Source: an optimization exercise on an open RTL-to-GDS flow (aim: small area, a short achievable clock period and few clock cycles). Production flows keep margins and buffers that such runs may drop.

== build 7 ==
==> flow/design.v <==
`timescale 1ns/1ns
package mem_ctrl_pkg;
    localparam int addr_width = 32;
    localparam int data_width = 32;
    localparam int sb_depth       = 8;
    localparam int sb_index_width = 3;
    typedef logic [addr_width-1:0] addr_t;
    typedef logic [data_width-1:0] word_t;
    typedef logic [7:0]            byte_t;
    typedef enum logic [1:0] {
        size_byte = 2'd0,
        size_half = 2'd1,
        size_word = 2'd2
    } access_size_t;
    typedef enum logic [2:0] {
        op_lb  = 3'd0,
        op_lh  = 3'd1,
        op_lw  = 3'd2,
        op_lbu = 3'd3,
        op_lhu = 3'd4
    } load_op_t;
    typedef struct packed {
        addr_t        addr;
        word_t        data;
        access_size_t size;
    } store_entry_t;
    typedef struct packed {
        logic         write;
        addr_t        addr;
        access_size_t size;
        word_t        data;
    } burst_req_t;
    typedef struct packed {
        logic  write;
        addr_t addr;
        byte_t wdata;
    } ram_bus_t;
endpackage
`timescale 1ns/1ns
module mem_ctrl_top (
    input  logic        clk,
    input  logic        rst,
    output logic        ram_write,
    output logic [31:0] ram_addr,
    output logic [7:0]  ram_wdata,
    input  logic [7:0]  ram_rdata,
    input  logic        fetch_req,
    input  logic [31:0] fetch_pc,
    output logic        fetch_valid,
    output logic [31:0] fetch_inst,
    input  logic        load_req,
    input  logic [2:0]  load_op,
    input  logic [31:0] load_addr,
    output logic        load_valid,
    output logic [31:0] load_value,
    input  logic        commit_valid,
    input  logic [31:0] commit_addr,
    input  logic [31:0] commit_data,
    input  logic [1:0]  commit_size,
    output logic        buffer_full,
    input  logic        rollback
);
    localparam int SB_N = 7;
    function automatic logic [1:0] size_last(input logic [1:0] sz);
        case (sz)
            2'd0:    size_last = 2'd0;
            2'd1:    size_last = 2'd1;
            default: size_last = 2'd3;
        endcase
    endfunction
    function automatic logic [1:0] op_last(input logic [2:0] op);
        case (op)
            3'd0, 3'd3: op_last = 2'd0;
            3'd1, 3'd4: op_last = 2'd1;
            default:    op_last = 2'd3;
        endcase
    endfunction
    logic [31:0]     sb_addr [0:SB_N-1];
    logic [31:0]     sb_data [0:SB_N-1];
    logic [1:0]      sb_last [0:SB_N-1];
    logic [SB_N-1:0] sb_head;
    logic [SB_N-1:0] sb_tail;
    logic [SB_N-1:0] sb_cnt;
    logic [31:0] fa;          
    logic        sv;          
    logic [4:0]  iss;         
    logic        got4;        
    logic [1:0]  pid;         
    logic        s_own;       
    logic        blk;         
    logic        adv_q;       
    logic        cmp_pend;    
    logic        cmp_live;    
    logic [1:0]  cmp_pid;
    logic        load_pend;
    logic [31:0] load_addr_q;
    logic [2:0]  load_op_q;
    logic        bus_rd;
    logic        busy;        
    logic        bus_ld;
    logic        bus_lv;      
    logic [1:0]  bus_lane;
    logic [1:0]  bus_rem;     
    logic [1:0]  bus_pid;
    logic [23:0] st_data;
    logic        ret_v;
    logic        ret_ld;
    logic        ret_lv;
    logic [1:0]  ret_lane;
    logic        ret_last;
    logic [1:0]  ret_pid;
    logic        ret_sgn;
    logic [31:0] res;
    assign fetch_inst  = res;
    assign load_value  = res;
    logic sb_empty, sb_full, sb_lt6;
    assign sb_empty    = !sb_cnt[0];
    assign sb_full     = sb_cnt[SB_N-1];
    assign sb_lt6      = !sb_cnt[5];
    assign buffer_full = sb_full;
    logic [31:0] hd_addr;
    logic [31:0] hd_data;
    logic [1:0]  hd_last;
    always_comb begin
        hd_addr = '0;
        hd_data = '0;
        hd_last = '0;
        for (int i = 0; i < SB_N; i++) begin
            hd_addr = hd_addr | ({32{sb_head[i]}} & sb_addr[i]);
            hd_data = hd_data | ({32{sb_head[i]}} & sb_data[i]);
            hd_last = hd_last | ({2{sb_head[i]}} & sb_last[i]);
        end
    end
    logic        st_cont, ld_cont, blk_e;
    logic        r0, r2, r3, r4, r4q, r5, s_go;
    logic        adv_wi, adv_wo;
    logic        hit0, lowmiss, restart, inval, s_rst;
    logic        cap_cmp, cap_cur3;
    logic [31:0] addr_inc;
    assign addr_inc = ram_addr + 32'd1;
    always_comb begin
        st_cont = busy && ram_write;
        ld_cont = busy && !ram_write;
        blk_e   = blk && !sb_empty;
        r2      = !busy && s_own && !blk_e && !iss[4] && sb_lt6;
        r3      = !busy && !r2 && !sb_empty;
        r5      = !busy && !r2 && sb_empty && !load_pend && !s_own && sv && !iss[4];
        s_go    = r2 || r5;
        adv_wi  = r2 && iss[3];
        adv_wo  = s_own && iss[4];
        hit0    = sv && !adv_q && (fetch_pc == fa);
        restart = fetch_req && !hit0;
        lowmiss = !sv || adv_q || (fetch_pc[3:0] != fa[3:0]);
        r0      = fetch_req && lowmiss && !busy && sb_empty;
        r4q     = !busy && !r2 && sb_empty && load_pend;
        r4      = r4q && !r0;
        inval   = commit_valid && !fetch_req && (!s_own || rollback);
        s_rst   = restart || adv_wi || adv_wo || inval || r3 || r4q;
        cap_cmp  = ret_v && !ret_ld && cmp_pend && (ret_pid == cmp_pid);
        cap_cur3 = ret_v && !ret_ld && !cap_cmp && (ret_pid == pid) && (ret_lane == 2'd3);
    end
    always_ff @(posedge clk) begin
        if (rst) begin
            sb_head <= SB_N'(1);
            sb_tail <= SB_N'(1);
            sb_cnt  <= '0;
        end else begin
            if (commit_valid) sb_tail <= {sb_tail[SB_N-2:0], sb_tail[SB_N-1]};
            if (r3)           sb_head <= {sb_head[SB_N-2:0], sb_head[SB_N-1]};
            if (commit_valid && !r3) sb_cnt <= {sb_cnt[SB_N-2:0], 1'b1};
            if (!commit_valid && r3) sb_cnt <= {1'b0, sb_cnt[SB_N-1:1]};
        end
    end
    always_ff @(posedge clk) begin
        for (int i = 0; i < SB_N; i++) begin
            if (sb_tail[i] && !sb_full) begin
                sb_addr[i] <= commit_addr;
                sb_data[i] <= commit_data;
                sb_last[i] <= size_last(commit_size);
            end
        end
    end
    always_ff @(posedge clk) begin
        if (fetch_req) begin
            fa <= fetch_pc;
        end else if (adv_q || adv_wo) begin
            fa <= addr_inc;
        end
        if (load_req) begin
            load_addr_q <= load_addr;
            load_op_q   <= load_op;
        end
    end
    always_ff @(posedge clk) begin
        if (rst) begin
            sv        <= 1'b0;
            iss       <= 5'd1;
            got4      <= 1'b0;
            pid       <= 2'd0;
            s_own     <= 1'b0;
            blk       <= 1'b0;
            adv_q     <= 1'b0;
            cmp_pend  <= 1'b0;
            cmp_live  <= 1'b0;
            cmp_pid   <= 2'd0;
            load_pend <= 1'b0;
        end else begin
            adv_q <= adv_wi;
            if (fetch_req) sv <= 1'b1;
            if (s_rst) begin
                iss  <= r0 ? 5'd2 : 5'd1;
                got4 <= 1'b0;
                pid  <= pid + 2'd1;
            end else begin
                if (s_go) iss <= {iss[3:0], 1'b0};
                got4 <= got4 || cap_cur3;
            end
            if (fetch_req) begin
                s_own <= 1'b1;
                blk   <= !sb_empty;
            end else begin
                if (adv_wi || adv_wo || rollback) s_own <= 1'b0;
                if (sb_empty)                     blk   <= 1'b0;
            end
            if (adv_wi || (adv_wo && !(got4 || cap_cur3))) begin
                cmp_pend <= 1'b1;
                cmp_live <= !rollback;
                cmp_pid  <= pid;
            end else if (cap_cmp && ret_lane == 2'd3) begin
                cmp_pend <= 1'b0;
                cmp_live <= 1'b0;
            end
            if (rollback) cmp_live <= 1'b0;
            if (load_req)            load_pend <= 1'b1;
            if (r4 || rollback)      load_pend <= 1'b0;
        end
    end
    always_ff @(posedge clk) begin
        if (rst) begin
            ram_write <= 1'b0;
            bus_rd    <= 1'b0;
            busy      <= 1'b0;
        end else begin
            ram_write <= st_cont || r3;
            bus_rd    <= ld_cont || r4 || s_go || r0;
            if (busy)    busy <= (bus_rem != 2'd1);
            else if (r3) busy <= (hd_last != 2'd0);
            else if (r4) busy <= (op_last(load_op_q) != 2'd0);
            else         busy <= 1'b0;
        end
    end
    always_ff @(posedge clk) begin
        if (r3) begin
            ram_wdata <= hd_data[7:0];
            st_data   <= hd_data[31:8];
        end else begin
            ram_wdata <= st_data[7:0];
            st_data   <= {8'd0, st_data[23:8]};
        end
    end
    always_ff @(posedge clk) begin
        bus_pid <= r0 ? pid + 2'd1 : pid;
        ram_addr <= addr_inc;
        if (r0) begin
            ram_addr  <= fetch_pc;
            bus_lane  <= 2'd0;
            bus_rem   <= 2'd0;
            bus_ld    <= 1'b0;
        end else if (busy) begin
            bus_lv    <= bus_lv && !rollback;
            bus_lane  <= bus_lane + 2'd1;
            bus_rem   <= bus_rem - 2'd1;
        end else if (r3) begin
            ram_addr  <= hd_addr;
            bus_rem   <= hd_last;
        end else if (r4) begin
            ram_addr  <= load_addr_q;
            bus_lane  <= 2'd0;
            bus_rem   <= op_last(load_op_q);
            bus_ld    <= 1'b1;
            bus_lv    <= !rollback;
        end else if (s_go) begin
            if (iss[0] && !adv_q) ram_addr <= fa;
            bus_lane  <= {iss[2] || iss[3], iss[1] || iss[3]};
            bus_rem   <= 2'd0;
            bus_ld    <= 1'b0;
        end
    end
    always_ff @(posedge clk) begin
        if (rst) begin
            ret_v <= 1'b0;
        end else begin
            ret_v <= bus_rd;
        end
        ret_ld   <= bus_ld;
        ret_lv   <= bus_lv && !rollback;
        ret_lane <= bus_lane;
        ret_last <= (bus_rem == 2'd0);
        ret_pid  <= bus_pid;
        ret_sgn  <= bus_ld && (load_op_q == 3'd0 || load_op_q == 3'd1);
    end
    logic fill;
    assign fill = ret_sgn && ram_rdata[7];
    always_ff @(posedge clk) begin
        if (ret_v) begin
            for (int j = 0; j < 4; j++) begin
                if (ret_lane == 2'(j)) begin
                    res[8*j +: 8] <= ram_rdata;
                end else if (ret_ld && ret_last && ret_lane < 2'(j)) begin
                    res[8*j +: 8] <= {8{fill}};
                end
            end
        end
    end
    always_ff @(posedge clk) begin
        if (rst) begin
            fetch_valid <= 1'b0;
            load_valid  <= 1'b0;
        end else begin
            fetch_valid <= !rollback && ((cap_cmp && cmp_live && ret_lane == 2'd3)
                                         || (adv_wo && (got4 || cap_cur3)));
            load_valid  <= !rollback && ret_v && ret_ld && ret_lv && ret_last;
        end
    end
endmodule
export LEC_CHECK = 0
export CAP_MARGIN = 20
export CORE_MARGIN = 2
export CORE_UTILIZATION = 40
export SETUP_SLACK_MARGIN = 2.7
export SLEW_MARGIN = 20
create_clock -name core_clock -period 5.0 [get_ports {clk}]
standard.sh (not shown) runs the stock make flow with config.mk's settings and CLKGATE_MAP_FILE= SYNTH_SCRIPT=/design/flow/synth_recipe.tcl, a recipe that flattens the netlist after the stock synthesis.
==> flow/flow/run.sh <==
#!/bin/bash
# Standard ORFS layout (the standard.sh) with smaller port buffers and
# larger clock-tree sink clusters without dummy loads.
export BUFFER_PORTS_ARGS="-buffer_cell sky130_fd_sc_hd__buf_2"
export CTS_ARGS="-sink_clustering_enable -repair_clock_nets -sink_clustering_size 25 -sink_clustering_max_diameter 80 -dont_use_dummy_load"
bash standard.sh > standard.log 2>&1
Relative to build 7, the following input files were edited for build 19:
--- a/flow/design.v
+++ b/flow/design.v
@@ -131,9 +131,9 @@
             hd_last = hd_last | ({2{sb_head[i]}} & sb_last[i]);
         end
     end
     logic        st_cont, ld_cont, blk_e;
-    logic        r0, r2, r3, r4, r4q, r5, s_go;
+    logic        r0, r2, r3, r4, r5, s_go;
     logic        adv_wi, adv_wo;
     logic        hit0, lowmiss, restart, inval, s_rst;
     logic        cap_cmp, cap_cur3;
     logic [31:0] addr_inc;
@@ -151,12 +151,11 @@
         hit0    = sv && !adv_q && (fetch_pc == fa);
         restart = fetch_req && !hit0;
         lowmiss = !sv || adv_q || (fetch_pc[3:0] != fa[3:0]);
         r0      = fetch_req && lowmiss && !busy && sb_empty;
-        r4q     = !busy && !r2 && sb_empty && load_pend;
-        r4      = r4q && !r0;
+        r4      = !busy && !r2 && sb_empty && load_pend && !r0;
         inval   = commit_valid && !fetch_req && (!s_own || rollback);
-        s_rst   = restart || adv_wi || adv_wo || inval || r3 || r4q;
+        s_rst   = restart || adv_wi || adv_wo || inval || r3 || r4;
         cap_cmp  = ret_v && !ret_ld && cmp_pend && (ret_pid == cmp_pid);
         cap_cur3 = ret_v && !ret_ld && !cap_cmp && (ret_pid == pid) && (ret_lane == 2'd3);
     end
     always_ff @(posedge clk) begin
Looking at the reports, build 19 completed the entire flow and the layout it produced met the timing, design-rule and antenna checks.
Die area: higher on build 7
Proportion of cell area occupied by registers for build 19 is higher than for build 7.
From build 7 to build 19 the numbers moved as follows: critical path depth went up 6; layout-stage area growth over the synthesis result saw little to no change; register area has remained practically unchanged; hold slack went down; final weighted congestion in routability-driven placement down 1.0%.
Taking build 7 as the reference, in build 19 initial antenna violation count +3, worst clock skew +0.0081 ns.
No run of this note included a check of the RTL's function; only the layout flow was run.

-- separate check: timing with driven ports --
In the flow no input, the clock included, has a driving cell. The finished layouts below were timed again as built, in two steps. Step 1 assumes that a clkbuf_16 drives the clock port and a buf_2 every other input. Step 2 moves the port delays by t, midway between the first and last clock arrival at a register: inputs arrive t later, outputs are due t later. That takes back most of the time a late clock gives input paths. Three values: ideal, step 1, step 2; two values: the first two.
| run | shift t [ns] | setup WS [ns] | latest minus earliest clock arrival (ns) |
|---|---|---|---|
| build 7 | 0.613 | 2.733 / 2.672 / 2.168 | 0.072 / 0.072 |
| build 19 | 0.606 | 2.543 / 2.530 / 1.924 | 0.088 / 0.088 |
After both steps every run listed still meets setup and hold. For build 19, which loses most, drivers alone change the setup slack by -0.013 ns; drivers and shift together by -0.619 ns.
